Background: an optimization exercise with open tools, aiming at small area, a short achievable clock period and few clock cycles. Do not read the settings as production practice.
In this exercise RTL edits were held to simulation tests only and were not proved equivalent to the original.
Power and IR drop assume default switching activity.

==> module mvm_mac, before the edit <==
module mvm_mac
(
    input  logic                      clk,
    input  logic                      rst_n,
    input  logic                      e_mat,
    input  logic [VALUE_W-1:0]        e_value,
    input  logic [VALUE_W-1:0]        e_x,
    input  logic                      e_first,
    input  logic                      e_emit,
    input  logic [ROW_W-1:0]          res_row,
    input  logic                      res_last,
    output logic                      out_valid,
    input  logic                      out_ready,
    output logic [VALUE_W-1:0]        row_sum,
    output logic [ROW_W-1:0]          row_number,
    output logic                      last
);
    localparam int ND = VALUE_W / 2;      
    logic [VALUE_W-1:0]        op_a_reg;
    logic [ND-1:0]             op_one_reg, op_two_reg, op_neg_reg;
    logic                      op_first_reg, op_emit_reg;
    logic [3:0][PROD_W-1:0]    part_reg;
    logic                      part_first_reg, part_emit_reg;
    logic [PROD_W-1:0]         prod_reg;
    logic                      prod_emit_reg;
    logic [PROD_W-1:0]         acc_reg;           
    logic                      sat_pos_reg, sat_neg_reg;   
    logic                      keep_reg, max_reg, min_reg;  
    logic                      fin_emit_reg;
    logic                      out_valid_reg;
    logic [VALUE_W-1:0]        row_sum_reg, row_sum_next;
    logic [ROW_W-1:0]          row_number_reg;
    logic                      last_reg;
    logic [VALUE_W:0]          xb;
    logic [ND-1:0]             one, two, neg;
    logic [3:0][PROD_W-1:0]    part;
    logic [PROD_W-1:0]         fin0, fin1;
    logic [PROD_W-1:0]         acc_base;
    logic [PROD_W:0]           acc_wide;
    logic                      ovf_pos, ovf_neg;
    logic [PROD_W-FRAC_W-1:0]  acc_shift;
    always_comb
    begin
        xb = {e_x, 1'b0};
        for (int i = 0; i < ND; i++)
        begin
            one[i] = xb[2*i+1] ^ xb[2*i];
            two[i] = (xb[2*i+2] & ~xb[2*i+1] & ~xb[2*i]) | (~xb[2*i+2] & xb[2*i+1] & xb[2*i]);
            neg[i] = xb[2*i+2];
        end
    end
    mvm_mul_tree u_tree (
        .a   (op_a_reg),
        .one (op_one_reg),
        .two (op_two_reg),
        .neg (op_neg_reg),
        .r0  (part[0]),
        .r1  (part[1]),
        .r2  (part[2]),
        .r3  (part[3])
    );
    mvm_mul_fin u_fin (
        .r0 (part_reg[0]),
        .r1 (part_reg[1]),
        .r2 (part_reg[2]),
        .r3 (part_reg[3]),
        .s0 (fin0),
        .s1 (fin1)
    );
    always_ff @(posedge clk or negedge rst_n)
    begin
        if (!rst_n)
        begin
            op_emit_reg   <= 1'b0;
            part_emit_reg <= 1'b0;
            prod_emit_reg <= 1'b0;
            fin_emit_reg  <= 1'b0;
            out_valid_reg <= 1'b0;
        end
        else
        begin
            op_emit_reg   <= e_mat && e_emit;
            part_emit_reg <= op_emit_reg;
            prod_emit_reg <= part_emit_reg;
            fin_emit_reg  <= prod_emit_reg;
            out_valid_reg <= fin_emit_reg || (out_valid_reg && !out_ready);
        end
    end
    always_comb
    begin
        for (int i = 0; i < PROD_W; i++)
            acc_base[i] = (keep_reg && acc_reg[i]) || ((i == PROD_W - 1) ? min_reg : max_reg);
        acc_wide = {acc_base[PROD_W-1], acc_base} + {prod_reg[PROD_W-1], prod_reg};
        ovf_pos  = !acc_wide[PROD_W] && acc_wide[PROD_W-1];
        ovf_neg  = acc_wide[PROD_W] && !acc_wide[PROD_W-1];
    end
    always_ff @(posedge clk)
    begin
        op_a_reg       <= e_mat ? e_value : '0;
        op_one_reg     <= one;
        op_two_reg     <= two;
        op_neg_reg     <= neg;
        op_first_reg   <= e_mat && e_first;
        part_reg       <= part;
        part_first_reg <= op_first_reg;
        prod_reg       <= fin0 + fin1;
        acc_reg        <= acc_wide[PROD_W-1:0];
        sat_pos_reg    <= ovf_pos;
        sat_neg_reg    <= ovf_neg;
        keep_reg       <= !part_first_reg && !ovf_pos && !ovf_neg;
        max_reg        <= !part_first_reg && ovf_pos;
        min_reg        <= !part_first_reg && ovf_neg;
    end
    always_comb
    begin
        acc_shift = acc_reg[PROD_W-1:FRAC_W];
        if (sat_pos_reg)
            row_sum_next = {1'b0, {(VALUE_W-1){1'b1}}};
        else if (sat_neg_reg)
            row_sum_next = {1'b1, {(VALUE_W-1){1'b0}}};
        else if (acc_shift[PROD_W-FRAC_W-1:VALUE_W-1] == '0 || acc_shift[PROD_W-FRAC_W-1:VALUE_W-1] == '1)
            row_sum_next = acc_shift[VALUE_W-1:0];
        else
            row_sum_next = acc_shift[PROD_W-FRAC_W-1] ? {1'b1, {(VALUE_W-1){1'b0}}}
                                                      : {1'b0, {(VALUE_W-1){1'b1}}};
    end
    always_ff @(posedge clk)
    begin
        if (fin_emit_reg)
        begin
            row_sum_reg    <= row_sum_next;
            row_number_reg <= res_row;
            last_reg       <= res_last;
        end
    end
    assign out_valid  = out_valid_reg;
    assign row_sum    = row_sum_reg;
    assign row_number = row_number_reg;
    assign last       = last_reg;
endmodule
clock: 9.0 ns
lec_check: 0
cap_margin: 20
core_margin: 2
core_utilization: 60
cts_buf_list: sky130_fd_sc_hd__clkbuf_16
cts_cluster_diameter: 50
cts_cluster_size: 28
place_density: 0.75
setup_slack_margin: 5
slew_margin: 20
standard.sh (not shown) runs the stock make flow with config.mk's settings and CLKGATE_MAP_FILE= SYNTH_SCRIPT=/design/flow/synth_recipe.tcl, a recipe that flattens the netlist after the stock synthesis.
==> flow/flow/run.sh <==
#!/bin/bash
set -euo pipefail
bash standard.sh SETUP_SLACK_MARGIN=5.6 finish > make.log 2>&1
The baseline went through all stages and came out clean.
Testbench counts at the start, summed over its fixed seeds: cycles 167,194.
==> next run, changes <==
--- a/flow/design.v
+++ b/flow/design.v
@@ -293,4 +293,6 @@
     logic [3:0][PROD_W-1:0]    part_reg;
     logic                      part_first_reg, part_emit_reg;
+    logic [1:0][PROD_W-1:0]    two_reg;
+    logic                      two_first_reg, two_emit_reg;
     logic [PROD_W-1:0]         prod_reg;
     logic                      prod_emit_reg;
@@ -313,5 +315,5 @@
     always_comb
     begin
-        xb = {e_x, 1'b0};
+        xb = e_mat ? {e_value, 1'b0} : '0;
         for (int i = 0; i < ND; i++)
         begin
@@ -322,5 +324,5 @@
     end
     mvm_mul_tree u_tree (
-        .a   (op_a_reg),
+        .a   (op_a_reg),    
         .one (op_one_reg),
         .two (op_two_reg),
@@ -345,4 +347,5 @@
             op_emit_reg   <= 1'b0;
             part_emit_reg <= 1'b0;
+            two_emit_reg  <= 1'b0;
             prod_emit_reg <= 1'b0;
             fin_emit_reg  <= 1'b0;
@@ -353,5 +356,6 @@
             op_emit_reg   <= e_mat && e_emit;
             part_emit_reg <= op_emit_reg;
-            prod_emit_reg <= part_emit_reg;
+            two_emit_reg  <= part_emit_reg;
+            prod_emit_reg <= two_emit_reg;
             fin_emit_reg  <= prod_emit_reg;
             out_valid_reg <= fin_emit_reg || (out_valid_reg && !out_ready);
@@ -368,5 +372,5 @@
     always_ff @(posedge clk)
     begin
-        op_a_reg       <= e_mat ? e_value : '0;
+        op_a_reg       <= e_x;
         op_one_reg     <= one;
         op_two_reg     <= two;
@@ -375,11 +379,13 @@
         part_reg       <= part;
         part_first_reg <= op_first_reg;
-        prod_reg       <= fin0 + fin1;
+        two_reg        <= {fin1, fin0};
+        two_first_reg  <= part_first_reg;
+        prod_reg       <= two_reg[0] + two_reg[1];
         acc_reg        <= acc_wide[PROD_W-1:0];
         sat_pos_reg    <= ovf_pos;
         sat_neg_reg    <= ovf_neg;
-        keep_reg       <= !part_first_reg && !ovf_pos && !ovf_neg;
-        max_reg        <= !part_first_reg && ovf_pos;
-        min_reg        <= !part_first_reg && ovf_neg;
+        keep_reg       <= !two_first_reg && !ovf_pos && !ovf_neg;
+        max_reg        <= !two_first_reg && ovf_pos;
+        min_reg        <= !two_first_reg && ovf_neg;
     end
     always_comb
What happened: Fmax went up by 5.3%. Wire length decreases by about 3%. Sequential power rose by about 9%. Clock-buffer cell count grows by 9. Non-clock buffer count came out lower by 74. Core utilization shrinks by 1.0 points. Power rose by 6.3%.
Testbench counts after the change, summed over its fixed seeds: cycles 167,971.

==> re-timing with driven ports <==
The results above use ideal ports. As a check the final layouts listed here were re-extracted and re-timed, cells and wires unchanged. Step 1 (the two cells are an assumption about what drives the block):
set clk [get_ports {clk}]
set_driving_cell -lib_cell sky130_fd_sc_hd__clkbuf_16 $clk
set_driving_cell -lib_cell sky130_fd_sc_hd__buf_2 [delete_from_list [all_inputs] $clk]
Step 2 times the ports against the registers' clock, not the clock port: input delays grow and output delays shrink by t, the midpoint of the rising clock arrivals with the driver on. Three values: no drivers, after step 1, after step 2; two values: the first two.
| run | t (ns) | setup WS [ns] | hold slack, ns | worst setup path at the end |
|---|---|---|---|---|
| the first run | 0.939 | 5.271 / 5.271 / 4.853 | 0.299 / 0.299 / 0.299 | input to register |
| the second run | 0.952 | 5.459 / 5.459 / 4.868 | 0.316 / 0.316 / 0.316 | input to register |
After both steps setup and hold are still met in every run listed. The setup slack of the second run, which loses most, moves by 0.000 ns with the drivers and by -0.591 ns with both steps.
